This is an optimization exercise on Yosys and OpenROAD, whose aim is small area, a short achievable clock period and few clock cycles per item, not a production implementation. Only simulation tests tie the RTL to the original design; equivalence was not proved.

==> flow/design.v, too long to show whole: its modules and the start of the top module <==
// module hsl2rgb_fa: 10 lines
// module hsl2rgb_ha: 9 lines
// module hsl2rgb_fa1: 9 lines
// module hsl2rgb_mul_c: 85 lines
// module hsl2rgb_add_q: 110 lines
// module hsl2rgb_mul_r: 196 lines
// module hsl2rgb_div_q: 123 lines
// module hsl2rgb_div_r: 138 lines
// module hsl2rgb_low: 49 lines
// module hsl_to_rgb_converter_unit: 134 lines
// module hsl2rgb_frac: 29 lines
// module hsl2rgb_pipe: 19 lines
module hsl_to_rgb_converter_unit
(
  input  logic             clk_i,
  input  logic             rst_ni,
  input  logic             in_valid_i,
  output logic             in_ready_o,
  input  logic [hsl2rgb_pkg::HueW-1:0]  hue_degrees_i,
  input  logic [hsl2rgb_pkg::PctW-1:0]  saturation_pct_i,
  input  logic [hsl2rgb_pkg::PctW-1:0]  lightness_pct_i,
  output logic             out_valid_o,
  input  logic             out_ready_i,
  output logic [hsl2rgb_pkg::ChanW-1:0] red_o,
  output logic [hsl2rgb_pkg::ChanW-1:0] green_o,
  output logic [hsl2rgb_pkg::ChanW-1:0] blue_o
);
  // ...
==> flow/flow/run.sh <==
#!/bin/bash
# Layout flow: the standard flow, with one netlist step between synthesis and floorplan.
# flow/polfix.py removes inverters around the full and half adders of the synthesized
# netlist (full adders are self-dual, so some may work on complemented signals); the
# registers and every other cell stay as synthesis made them. Each tool's output goes to
# a log of its own: synth.log, polfix.log, layout.log.
set -euo pipefail
R=orfs/results/sky130hd/hsl_to_rgb_converter_unit/base
bash standard.sh synth > synth.log 2>&1
cp "$R/1_2_yosys.v" yosys_netlist.v
python3 flow/polfix.py yosys_netlist.v "$R/1_2_yosys.v" > polfix.log 2>&1
bash standard.sh > layout.log 2>&1
==> flow/flow/polfix.py <==
#!/usr/bin/env python3
"""Remove inverters around the full and half adders of a mapped sky130 netlist.

A full adder is self-dual: FA(~a, ~b, ~c) = (~sum, ~carry). Each full adder may therefore
be fed the complements of its inputs and deliver the complements of its outputs. A half
adder may likewise be rebuilt from an xor2/xnor2 and a nand2/nor2/and2/or2 so that it takes
complemented inputs or delivers either output complemented. This script collapses the
netlist's inverter chains into (signal, polarity) pairs, chooses these options to reduce
the area of the inverters and half adders (a greedy descent with seeded random restarts,
so the result is reproducible), and rewrites the netlist with one inverter per signal that
still needs its complement. Every net that leaves the adders keeps its logic function;
registers, ports and all other cells are untouched.

usage: polfix.py IN.v OUT.v
"""
import re
import sys
import collections

INV_AREA = 3.7536
RESTARTS = 800
# half adder implementations: (input parity, SUM parity, COUT parity, area, cells)
HA_OPTS = [
    (0, 0, 0, 12.512, 'ha_1', 'ha_1'),
    (0, 0, 1, 12.512, 'xor2_1', 'nand2_1'),
    (0, 1, 0, 15.014, 'xnor2_1', 'and2_1'),
    (0, 1, 1, 12.512, 'xnor2_1', 'nand2_1'),
    (1, 0, 0, 12.512, 'xor2_1', 'nor2_1'),
    (1, 0, 1, 15.014, 'xor2_1', 'or2_1'),
    (1, 1, 0, 12.512, 'xnor2_1', 'nor2_1'),
    (1, 1, 1, 15.014, 'xnor2_1', 'or2_1'),
]
OUTPINS = {'X', 'Y', 'Q', 'Q_N', 'SUM', 'COUT', 'HI', 'LO'}
CELL_RE = re.compile(r'^(\s*)(sky130_fd_sc_hd__\w+)\s+(\\\S+\s|\S+)\s*\((.*?)\);\n', re.M | re.S)
PIN_RE = re.compile(r'\.(\w+)\(\s*(\\\S+\s|[^()\s]*)\s*\)')


def norm(n):
    return n.strip()


def main(src, dst):
    txt = open(src).read()
    head_end = txt.index('endmodule')
    # ports: names declared input/output
    ports = set()
    for m in re.finditer(r'^\s*(input|output)\s+(\[[^\]]*\]\s*)?(\S+);', txt, re.M):
        ports.add(m.group(3))

    def protected(n):
        base = n.lstrip('\\').split('[')[0].strip()
        return base in ports or n in ports

    cells = []
    for m in CELL_RE.finditer(txt):
        pins = {}
        for pm in PIN_RE.finditer(m.group(4)):
            if pm.group(2).strip():
                pins[pm.group(1)] = norm(pm.group(2))
        cells.append({'typ': m.group(2), 'name': m.group(3), 'pins': pins,
                      'span': (m.start(), m.end()), 'indent': m.group(1)})
    assigns = re.findall(r'^\s*assign\s+(.*?)\s*=\s*(.*?);', txt, re.M)
    if assigns:
        raise SystemExit("netlist has assign statements; left unchanged")
    drv = {}
    for ci, c in enumerate(cells):
        for p, n in c['pins'].items():
            if p in OUTPINS:
                drv[n] = (ci, p)

    def is_inv(ci):
        c = cells[ci]
        return (c['typ'].split('__')[1].startswith('inv') and 'A' in c['pins'] and 'Y' in c['pins']
                and not protected(c['pins']['Y']))

    root = {}

    def find(n):
        if n in root:
            return root[n]
        d = drv.get(n)
        if d and is_inv(d[0]):
            r, par = find(cells[d[0]]['pins']['A'])
            root[n] = (r, par ^ 1)
        else:
            root[n] = (n, 0)
        return root[n]

    # loads per signal: (cell index or -1 for assigns, pin, parity of the connected net)
    loads = collections.defaultdict(list)
    for ci, c in enumerate(cells):
        if is_inv(ci):
            continue
        for p, n in c['pins'].items():
            if p in OUTPINS:
                continue
            r, par = find(n)
            loads[r].append((ci, p, par))

    def free(ci):
        return not any(protected(n) for p, n in cells[ci]['pins'].items() if p in OUTPINS)

    fas = [ci for ci, c in enumerate(cells) if re.search(r'__fa_1$', c['typ']) and free(ci)]
    has = [ci for ci, c in enumerate(cells) if re.search(r'__ha_1$', c['typ']) and free(ci)
           and 'A' in c['pins'] and 'B' in c['pins']]
    flip = {}      # full adder: works on complements
    hopt = {}      # half adder: index into HA_OPTS

    def produced(s):
        d = drv.get(s)
        if not d:
            return 0
        ci, pin = d
        if ci in hopt:
            o = HA_OPTS[hopt[ci]]
            return o[1] if pin == 'SUM' else o[2]
        return flip.get(ci, 0)

    def inpar(ci):
        if ci in hopt:
            return HA_OPTS[hopt[ci]][0]
        return flip.get(ci, 0)

    def cost(s):
        p = produced(s)
        for ci, pin, par in loads[s]:
            if (par ^ inpar(ci)) != p:
                return INV_AREA
        return 0.0

    def local(ci):
        a = sum(cost(x) for x in touch[ci])
        if ci in hopt:
            a += HA_OPTS[hopt[ci]][3]
        return a

    touch = collections.defaultdict(set)
    for s in list(loads.keys()):
        d = drv.get(s)
        if d:
            touch[d[0]].add(s)
        for ci, pin, par in loads[s]:
            if ci >= 0:
                touch[ci].add(s)
    before_inv = sum(1 for ci in range(len(cells)) if is_inv(ci))
    import random
    rng = random.Random(1)

    def total():
        return sum(cost(x) for x in loads) + sum(HA_OPTS[hopt[h]][3] for h in has)

    def greedy():
        for _ in range(30):
            changed = False
            for f in fas:
                b = local(f)
                flip[f] = flip.get(f, 0) ^ 1
                if local(f) < b - 1e-9:
                    changed = True
                else:
                    flip[f] ^= 1
            for h in has:
                best, bo = local(h), hopt[h]
                for o in range(len(HA_OPTS)):
                    hopt[h] = o
                    v = local(h)
                    if v < best - 1e-9:
                        best, bo = v, o
                        changed = True
                hopt[h] = bo
            if not changed:
                break

    for h in has:
        hopt[h] = 0
    greedy()
    best_t, best_state = total(), (dict(flip), dict(hopt))
    for trial in range(RESTARTS):
        # perturb: flip a random tenth of the adders, then descend again
        for f in fas:
            if rng.random() < 0.1:
                flip[f] = flip.get(f, 0) ^ 1
        for h in has:
            if rng.random() < 0.1:
                hopt[h] = rng.randrange(len(HA_OPTS))
        greedy()
        t = total()
        if t < best_t - 1e-9:
            best_t, best_state = t, (dict(flip), dict(hopt))
        else:
            flip.clear(); flip.update(best_state[0]); hopt.clear(); hopt.update(best_state[1])
    flip.clear(); flip.update(best_state[0]); hopt.clear(); hopt.update(best_state[1])
    for _ in range(0):
        changed = False
        for f in fas:
            b = local(f)
            flip[f] = flip.get(f, 0) ^ 1
            if local(f) < b - 1e-9:
                changed = True
            else:
                flip[f] ^= 1
        for h in has:
            best, bo = local(h), hopt[h]
            for o in range(len(HA_OPTS)):
                hopt[h] = o
                v = local(h)
                if v < best - 1e-9:
                    best, bo = v, o
                    changed = True
            hopt[h] = bo
        if not changed:
            break

    # nets per (signal, parity)
    newnet = {}
    newcells = []

    flipnet = {}

    def prod_net(s):
        # outputs of a flipped adder carry the complement: give them new names
        if produced(s) == 0:
            return s
        if s not in flipnet:
            flipnet[s] = f"pol_f{len(flipnet)}"
        return flipnet[s]

    def net_for(s, par):
        if par == produced(s):
            return prod_net(s)
        if s not in newnet:
            k = len(newnet)
            newnet[s] = f"pol_n{k}"
            src_net = prod_net(s)
            newcells.append(f"  sky130_fd_sc_hd__inv_1 pol_i{k} (\n    .A({fmt(src_net)}),\n    .Y(pol_n{k})\n  );\n")
        return newnet[s]

    def fmt(n):
        return n + ' ' if n.startswith('\\') else n

    out = []
    hasplit = []
    pos = 0
    for ci, c in enumerate(cells):
        a, b = c['span']
        out.append(txt[pos:a])
        pos = b
        if is_inv(ci):
            continue
        pins = dict(c['pins'])
        for p, n in c['pins'].items():
            if p in OUTPINS:
                if produced(n):
                    pins[p] = prod_net(n)
                continue
            s, par = find(n)
            req = par ^ inpar(ci)
            pins[p] = net_for(s, req)
        if hopt.get(ci, 0):
            m, ps, pc, _, scell, ccell = HA_OPTS[hopt[ci]]
            k = len(hasplit)
            hasplit.append(ci)
            for cell, opin, key in ((scell, 'X' if scell in ('xor2_1',) else 'Y', 'SUM'),
                                    (ccell, 'X' if ccell in ('and2_1', 'or2_1') else 'Y', 'COUT')):
                if key not in pins:
                    continue
                out.append(f"{c['indent']}sky130_fd_sc_hd__{cell} pol_h{k}{key[0].lower()} (\n"
                           f"    .A({fmt(pins['A'])}),\n    .B({fmt(pins['B'])}),\n    .{opin}({fmt(pins[key])})\n  );\n")
            continue
        body = ",\n".join(f"    .{p}({fmt(n)})" for p, n in pins.items())
        out.append(f"{c['indent']}{c['typ']} {c['name'].strip()}{' ' if c['name'].startswith(chr(92)) else ''}(\n{body}\n  );\n")
    rest = txt[pos:]
    i = rest.index('endmodule')
    decl = "".join(f"  wire pol_n{k};\n" for k in range(len(newnet)))
    decl += "".join(f"  wire pol_f{k};\n" for k in range(len(flipnet)))
    rest = rest[:i] + decl + "".join(newcells) + rest[i:]
    open(dst, 'w').write("".join(out) + rest)
    print(f"full adders {len(fas)}, flipped {sum(flip.values())}; half adders {len(has)}, "
          f"remapped {len(hasplit)}; inverters {before_inv} -> {len(newnet)}")


if __name__ == '__main__':
    main(sys.argv[1], sys.argv[2])
==> flow/standard.sh <==
#!/bin/bash
# synth_recipe.tcl (not shown) runs the flow's synth.tcl, then flattens the netlist and writes it again
# the make line also repeats each setting of config.mk as NAME=value (left out here)
make -C /OpenROAD-flow-scripts/flow DESIGN_CONFIG=/design/flow/config.mk WORK_HOME=/design/flow/orfs CLKGATE_MAP_FILE= SYNTH_SCRIPT=/design/flow/synth_recipe.tcl "${@:-finish}"
==> flow/config.mk <==
export PLATFORM = sky130hd
export DESIGN_NAME = hsl_to_rgb_converter_unit
export DESIGN_NICKNAME = hsl_to_rgb_converter_unit
export VERILOG_FILES = /design/flow/design.v
export SDC_FILE = /design/flow/constraint.sdc
export NUM_CORES = 4
export LEC_CHECK = 0
export ABC_CLOCK_PERIOD_IN_PS = 4500
export CAP_MARGIN = 20
export CORE_MARGIN = 2
export CORE_UTILIZATION = 40
export SETUP_SLACK_MARGIN = 4.6
export SLEW_MARGIN = 20
==> flow/constraint.sdc <==
create_clock -name core_clock -period 9.5 [get_ports {clk_i}]
set_input_delay 1.9000 -clock core_clock [delete_from_list [all_inputs] [get_ports {clk_i}]]
set_output_delay 1.9000 -clock core_clock [all_outputs]
set_load 0.01 [all_outputs]
==> summary.txt, run 1 <==
- TritonCTS built the clock tree.
- The most frequent cell on the critical path is fa_1.
- Counting instances, the worst hold path has a depth of 0.
- The initial core utilization is 0.407.
- The detailed-routing iteration count for the pre-antenna-repair pass is 4.
- The nature of the critical path endpoint is a flip-flop.
- The flow ran to the end and the layout has no timing, DRC or antenna violations.
- After the last flow step, the layout net total stands at 2,020.
- The clock insertion delay at the later pin of the skew report is 0.44 ns.
- The aggregate global-route resource usage is 0.160.
- The slowest stage of the critical path is the fa_1 cell.
- The core utilization of the finished layout is 0.469.
- The register with the most flip-flops in the layout has 47 of them.
- The floorplan step set the die height to 208 um.
- The highest metal layer with signal wires is met4.
- The floorplan has 74 rows.
- In this run the worst setup path terminates at u_cut_c.g_reg.q[45].
- The initial detailed-routing violation count is 530.
- The number of antenna diodes is 0.
- The count of nets left with antenna violations after detail routing is 0.
- The type of the worst min-delay path is reg2reg.
- The multi-input logic portion of the cell area is 0.621.
- The level count of the clock H-tree is 4.
- The total setup violations reported at the end of the flow is 0.
- Detailed routing placed a total of 1020 um of wire on met3.
- In the layout the commonest cells are 233 x fa_1, 145 x edfxtp_1, 122 x ha_1.
- After detailed routing, the met2 layer carries 16,400 um of wire.
- At the end of routability-driven placement, the weighted congestion stood at 0.872.
- The synthesis warning total is 6.
- The worst setup path is launched from a flip-flop.
Testbench counts, summed over its fixed seeds: cycles 12,032, items 12,000.
==> run 2: changes to the inputs <==
--- a/flow/config.mk
+++ b/flow/config.mk
@@ -10,4 +10,4 @@
 export CORE_MARGIN = 2
 export CORE_UTILIZATION = 40
-export SETUP_SLACK_MARGIN = 4.6
+export SETUP_SLACK_MARGIN = 4.4
 export SLEW_MARGIN = 20
==> summary.txt, run 2 <==
- Status: no timing/DRC/antenna violations (unchanged).
- The number of slew-limit violations in the final report is 0 (unchanged).
- The final worst hold slack is 0.419 ns (was 0.418 ns).
- The net count of the finished layout is 1,986 (was 2,020).
- The initial antenna violation count was 0 (unchanged).
- The worst hold path endpoint is u_cut_d.g_reg.q[2] (unchanged).
- The end of the worst register-to-register path is u_cut_c.g_reg.q[45] (unchanged).
- The filler cell count was 3,755 (was 3,721).
- The headroom to the max-slew limit is 0.352 (was 0.337).
- The number of global-route vias before repair came to 11,300 (was 11,400).
- The synthesized cell area was 16,700 sq um (unchanged).
- The count of nets left with antenna violations after detail routing is 0 (unchanged).
- The most crowded layer after global routing is met2 (unchanged).
- Top library cells by usage in the layout, fill and taps aside: 236 x fa_1, 145 x edfxtp_1, 126 x ha_1 (was 233 x fa_1, 145 x edfxtp_1, 122 x ha_1).
- The routing usage on met1 is 0.207 (was 0.209).
- The count of buffer and inverter cells on the critical path is 1 (was 2).
- RSZ-0062 raised after global routing: true (unchanged).
- The number of cell rows is 74 (unchanged).
- The minimum period implied by the final worst setup slack is 4.96 ns (was 4.86 ns).
- The initial detailed-routing violation count is 467 (was 530).
- The area of combinational cells with multiple inputs is 11,800 sq um (was 12,000 sq um).
- The data required time at the worst endpoint is 9.68 ns (about the same).
- The detailed placer's ending HPWL was 27,000 um (unchanged).
- The final-report hold violation count is 0 (unchanged).
- The type of origin of the critical path is a flip-flop (unchanged).
- The remaining design rule violation count was 0 (unchanged).
- The growth of design area from synthesis to finish was 12.9% (was 15.2%).
- The fraction of layout cells with a size suffix above 1 is 0.0778 (was 0.110).
- The synthesis warning total is 6 (unchanged).
- The startpoint of the worst hold path was u_cut_c.g_reg.q[2] (unchanged).
- The flip-flop count of the largest register after layout is 47 (unchanged).
- The setup slack of the worst register-to-register path is 4.54 ns (was 4.64 ns).
- The number of placed I/O pins is 53 (unchanged).
- The post-route fraction of the period consumed by the critical path came to 0.522 (was 0.512).
- The highest achievable clock rate was 0.201 GHz (was 0.206 GHz).
- The initial core utilization is 0.407 (unchanged).
- The met3 capacity usage during global routing is 0.0267 (was 0.0266).
- The total congestion overflow after global routing is 0 (unchanged).
- The area of the die is 43,400 sq um (unchanged).
- The delay contributed by the slowest stage of the critical path is 0.53 ns (was 0.54 ns).
- The sum of negative setup slack is 0 ns (unchanged).
- The detailed-routing iteration count for the pre-antenna-repair pass is 5 (was 4).
- The max-capacitance violation count is 0 (unchanged).
- The clock root buffer is clkbuf_16 (unchanged).
- The worst-path maximum fanout is 5 (was 3).
- The post-synthesis average cell area came to 11.1 sq um (unchanged).
- The height of the die was 208 um (unchanged).
- The pin count of the biggest net entering global routing came to 48 (unchanged).
- The critical path start-end classification is reg2reg (unchanged).
- The number of antenna diodes is 0 (unchanged).
- The number of sinks on the clock net was 149 (unchanged).
- The width of the chip is 208 um (unchanged).
- Largest registers: u_cut_c.g_reg.q: 47 flops, u_cut_b.g_reg.q: 43 flops, u_cut_a.g_reg.q: 28 flops (unchanged).
- The depth of the worst hold-timing path was 0 (unchanged).
- The kind of cell with the highest combined delay on the critical path was adder cells (unchanged).
- The maximum root-to-sink buffer count is 2 (unchanged).
- The total setup violations reported at the end of the flow was 0 (unchanged).
- The level count of the clock H-tree is 4 (unchanged).
- The total via count after detailed routing came to 10,800 (was 10,900).
- The worst-case reg-to-reg path depth was 14 (was 15).
- The aggregate routed wire length came to 33,200 um (was 34,000 um).
- The number of buffers inserted for hold repair after clock tree synthesis came to 0 (unchanged).
- The count of input and output buffers came to 52 (unchanged).
- The number of CTS-inserted buffers came to 17 (unchanged).
- The met2 capacity usage during global routing was 0.265 (was 0.271).
- The total stage count of the critical path was 14 (was 15).
- The mean number of vias per cell was 5.07 (was 5.03).
- The wire length of the first global-routing pass is 55,100 um (was 55,900 um).
- The TritonCTS clock tree is done (unchanged).
- The clock transition at the registers of the reported paths is 0.06 ns (was 0.07 ns).
- The aggregate global-route resource usage was 0.158 (was 0.160).
- The actual slew at the worst max-slew pin is 0.971 ns (was 0.995 ns).
- The clock insertion delay at the later pin of the skew report came to 0.44 ns (about the same).
- The commonest non-fill, non-tap cell in the layout is fa_1 (unchanged).
- Cell breakdown of the critical path: nand2_1 > fa_1 > fa_1 > inv_1 > fa_1 > fa_1 > ha_1 > o21a_1 > o41a_1 > or4_1 > a31o_1 > a211oi_2 > a21oi_1 > xor2_1 (was buf_4 > nand2_2 > fa_1 > fa_1 > inv_1 > fa_1 > fa_1 > ha_4 > o21a_1 > o41a_1 > or4_4 > a31o_1 > a211oi_2 > a21oi_1 > xor2_1).
- The total core area is 41,000 sq um (unchanged).
- The type of the worst min-delay path is reg2reg (unchanged).
- The most frequent cell on the critical path was fa_1 (unchanged).
- The clock skew after layout is 0.0103 ns (was 0.0104 ns).
- The net count after synthesis is 1,894 (unchanged).
- The arrival time at the worst endpoint is 5.14 ns (was 5.04 ns).
- The per-cell routed wire length is 15.5 um (was 15.6 um).
- The number of cells produced by synthesis is 1,503 (unchanged).
- The startpoint of the most critical register-to-register path is u_cut_b.g_reg.q[34] (was u_cut_b.g_reg.q[5]).
- The top register by number of flip-flops is u_cut_c.g_reg.q (unchanged).
- The critical path's slowest cell is fa_1 (unchanged).
- The sequential cell area is 4450 sq um (unchanged).
- The last weighted congestion value of the routability-driven placer is 0.872 (unchanged).
- The nature of the critical path endpoint is a flip-flop (unchanged).
==> run 2: through the flow <==
stage,util,setup slack [ns],area (sq um),instances
2_1_floorplan,-,4.64,16700,1503
3_5_place_dp,0.434,3.98,17800,2060
4_1_cts,0.452,4.37,18500,2110
3_3_place_gp,0.434,4.15,17800,2060
5_1_grt,0.460,4.33,18800,2139
6_report,0.460,4.54,18800,2139
==> run 2: routing by layer <==
layer  vias to the layer above  part of all wire
met3                        55             0.031
met4                         0             0.023
met5                         -                 0
met1                      5300              0.47
li1                       5300                 -
met2                       180              0.48
==> run 2: cell type report <==
type / count / area share
Timing Repair Buffer: 102 / 0.0478
Inverter: 116 / 0.0231
Clock inverter: 14 / 0.00757
Tap cell: 532 / 0.0353
Clock buffer: 17 / 0.0226
Multi-Input combinational cell: 1209 / 0.627
Sequential cell: 149 / 0.236
==> run 2: repair_timing <==
action | CTS | global route
gates cloned | 0 | 1
endpoints found under the setup margin | 29 | 27
pin swaps | 1 | 5
gates resized for setup | 6 | 16
buffers inserted | 19 | 28
==> run 2: worst reg2reg max path, stage by stage (launching register included) <==
cell and delay (ns):
edfxtp_1 0.44, nand2_1 0.11, fa_1 0.52, fa_1 0.53, inv_1 0.06, fa_1 0.52, fa_1 0.42, ha_1 0.35
o21a_1 0.14, o41a_1 0.36, or4_1 0.46, a31o_1 0.26, a211oi_2 0.28, a21oi_1 0.11, xor2_1 0.16
==> run 2: worst max path at each step <==
stage / from / to
after floorplan: u_cut_c.g_reg.q[9] / u_cut_d.g_reg.q[18]
after global placement: hue_degrees_i[3] / u_cut_a.g_reg.q[8]
after detailed placement: u_cut_c.g_reg.q[7] / u_cut_d.g_reg.q[18]
after CTS: u_cut_c.g_reg.q[8] / u_cut_d.g_reg.q[18]
after global routing: u_cut_c.g_reg.q[8] / u_cut_d.g_reg.q[18]
final: u_cut_b.g_reg.q[34] / u_cut_c.g_reg.q[45]

==> port drivers added, routing unchanged <==
In the flow no input, the clock included, has a driving cell. The finished layouts below were timed again as built, in two steps.
Step 1, drivers: a clkbuf_16 drives clk_i and a buf_2 each remaining input, both assumed.
Step 2 times the ports against the registers' clock, not the clock port: input delays grow and output delays shrink by t, the midpoint of the rising clock arrivals with the driver on.
Three values: ideal, step 1, step 2; two values: the first two.
run	t, ns	setup slack, ns	worst setup path at the end
run 1	0.487	4.637 / 4.637 / 4.433	input to register
run 2	0.484	4.537 / 4.537 / 4.298	input to register
After both steps every run listed still meets setup and hold. The setup slack of run 2, which loses most, moves by 0.000 ns with the drivers and by -0.239 ns with both steps.
